Context: an optimization exercise on an open-source flow, tuned for small area. The choices shown serve that exercise and are no tape-out recipe. Function was checked by simulation only, so behaviour that the tests miss may differ from the original. Power and IR drop assume default switching activity.

// swin_decoder
module swin_decoder (
   input  logic                   clk,
   input  logic                   rst_n,
   input  logic                   pix_vld,
   input  swin_pkg::pix_beat_t              pix_data,
   input  swin_pkg::conf_entry_t            conf_rd_data,
   output logic [swin_pkg::CONF_ADDR_W-1:0] conf_rd_addr,
   output swin_pkg::bram_wr_t               bram_wr,
   output swin_pkg::grp_t                   rd_group_sel,
   input  swin_pkg::group_word_t            rd_data_gp0,
   input  swin_pkg::group_word_t            rd_data_gp1,
   input  swin_pkg::group_word_t            rd_data_gp2,
   output swin_pkg::pix_beat_t              line_0,
   output swin_pkg::pix_beat_t              line_1,
   output swin_pkg::pix_beat_t              line_2,
   output logic                   line_vld
);
export LEC_CHECK = 0
export ABC_AREA = 1
export CAP_MARGIN = 20
export CORE_MARGIN = 2
export CORE_UTILIZATION = 65
export PLACE_DENSITY = 0.72
export SLEW_MARGIN = 20
create_clock -name core_clock -period 4.0 [get_ports {clk}]
run.sh (not shown) runs the stock make flow with config.mk's settings and CLKGATE_MAP_FILE= SYNTH_SCRIPT=/design/flow/synth_recipe.tcl, a recipe that flattens the netlist after the stock synthesis.
The baseline died in I/O pin placement (3_2_place_iop).
Edit:
==> flow/flow/run.sh (new file) <==
#!/bin/bash
# The standard layout (the standard.sh, standard synthesis unchanged) with two changes:
# port buffers use the smallest buffer cell, and CTS inserts no dummy loads.
set -euo pipefail
export BUFFER_PORTS_ARGS="-buffer_cell sky130_fd_sc_hd__buf_1"
export CTS_ARGS="-sink_clustering_enable -repair_clock_nets -dont_use_dummy_load"
bash standard.sh finish > standard_flow.log 2>&1
==> flow/standard.sh (new file) <==
#!/bin/bash
# synth_recipe.tcl (not shown) runs the flow's synth.tcl, then flattens the netlist and writes it again
# the make line also repeats each setting of config.mk as NAME=value (left out here)
make -C /OpenROAD-flow-scripts/flow DESIGN_CONFIG=/design/flow/config.mk WORK_HOME=/design/flow/orfs CLKGATE_MAP_FILE= SYNTH_SCRIPT=/design/flow/synth_recipe.tcl "${@:-finish}"
- ABC_AREA: 1 -> default
- CORE_UTILIZATION: 65 -> 60
- PLACE_DENSITY: 0.72 -> 0.7
removed: flow/run.sh
Result: The new run did not get past I/O pin placement (3_2_place_iop); area after synthesis shrinks by 7.9%; synthesized cell count went down by 38%.

swin_decoder, a different RTL version from the one above (not shown whole).
Size in the first run: roughly 4600 cells after synthesis, about 1900 flip-flops, about 62000 um^2 of cells after synthesis.
==> flow/config.mk <==
export PLATFORM = sky130hd
export DESIGN_NAME = swin_decoder
export DESIGN_NICKNAME = swin_decoder
export VERILOG_FILES = /design/flow/design.v
export SDC_FILE = /design/flow/constraint.sdc
export NUM_CORES = 4
export LEC_CHECK = 0
export CAP_MARGIN = 20
export CORE_ASPECT_RATIO = 0.25
export CORE_MARGIN = 2
export CORE_UTILIZATION = 44
export PLACE_DENSITY = 0.6
export SETUP_SLACK_MARGIN = 0.15
export SLEW_MARGIN = 20
==> flow/constraint.sdc <==
create_clock -name core_clock -period 4.0 [get_ports {clk}]
set_input_delay 0.8000 -clock core_clock [delete_from_list [all_inputs] [get_ports {clk}]]
set_output_delay 0.8000 -clock core_clock [all_outputs]
set_load 0.01 [all_outputs]
standard.sh (not shown) runs the stock make flow with config.mk's settings and CLKGATE_MAP_FILE= SYNTH_SCRIPT=/design/flow/synth_recipe.tcl, a recipe that flattens the netlist after the stock synthesis.
==> flow/flow/run.sh <==
#!/bin/bash
# The standard layout (standard.sh, with the standard synthesis unchanged) with two
# changes: the port buffers use the smallest buffer cell, and CTS inserts no dummy loads and
# clusters up to 25 sinks per leaf buffer.
set -euo pipefail
export BUFFER_PORTS_ARGS="-buffer_cell sky130_fd_sc_hd__buf_1"
export CTS_ARGS="-sink_clustering_enable -repair_clock_nets -dont_use_dummy_load -sink_clustering_size 25 -sink_clustering_max_diameter 60"
bash standard.sh finish > standard_flow.log 2>&1
Change:
==> flow/flow/run.sh (replaced) <==
#!/bin/bash
# The standard layout (standard.sh, with the standard synthesis unchanged) with two
# changes: the port buffers use the smallest buffer cell, and CTS inserts no dummy loads.
set -euo pipefail
export BUFFER_PORTS_ARGS="-buffer_cell sky130_fd_sc_hd__buf_1"
export CTS_ARGS="-sink_clustering_enable -repair_clock_nets -dont_use_dummy_load"
bash standard.sh finish > standard_flow.log 2>&1
What happened:
- area after synthesis is unchanged
- setup slack degrades by 0.054 ns
- clock skew rises by 0.024 ns
- global-route usage rises by 0.33 points
- cell area rises by 1.8%
- routed wire length rises by 0.75%
Change:
==> flow/flow/run.sh (replaced) <==
#!/bin/bash
# The standard layout (standard.sh, with the standard synthesis unchanged) with two
# changes: the port buffers use the smallest buffer cell, and CTS inserts no dummy loads and
# clusters up to 27 sinks per leaf buffer.
set -euo pipefail
export BUFFER_PORTS_ARGS="-buffer_cell sky130_fd_sc_hd__buf_1"
export CTS_ARGS="-sink_clustering_enable -repair_clock_nets -dont_use_dummy_load -sink_clustering_size 27 -sink_clustering_max_diameter 55"
bash standard.sh finish > standard_flow.log 2>&1
SETUP_SLACK_MARGIN = 0.1   (was 0.15)
Outcome: The new run completed without violations. Count of clock-buffer cells in the layout falls by 59. Total power falls by 6.0%. Sequential cell count does not change. Cell count came out lower by 1.0%. Cell area came out lower by 2.2%. Fmax rose by 0.52%. Synthesized cell count does not change. Die area is unchanged. Setup slack gets better by 0.020 ns. Routed wire length is lower by 0.90%. Clock skew came out lower by 0.028 ns.

[re-timing with driven ports]
The flow's constraints put no driver on any port. The routed layouts listed below were extracted and timed again, unchanged, in two steps.
Step 1 assumes that a clkbuf_16 drives the clock port and a buf_2 every other input.
Step 2 adds t to the input delays and takes it off the output delays; t is the mean of the earliest and latest rising clock arrival at the registers after step 1. Input paths then give back, and output paths get back, about the clock's delay inside the block.
Slacks: no drivers / after step 1 / after step 2; pairs: no drivers / after step 1.
run	t, ns	setup WS [ns]	hold WS [ns]	latest minus earliest clock arrival (ns)
the first run of note 2	0.777	0.214 / 0.118 / 0.290	0.156 / 0.094 / 0.292	0.098 / 0.098
the second run of note 2	0.867	0.160 / 0.063 / 0.277	0.072 / -0.002 / 0.242	0.093 / 0.093
the third run of note 2	0.772	0.180 / 0.082 / 0.320	0.158 / 0.088 / 0.285	0.108 / 0.108
After both steps every run listed still meets setup and hold.
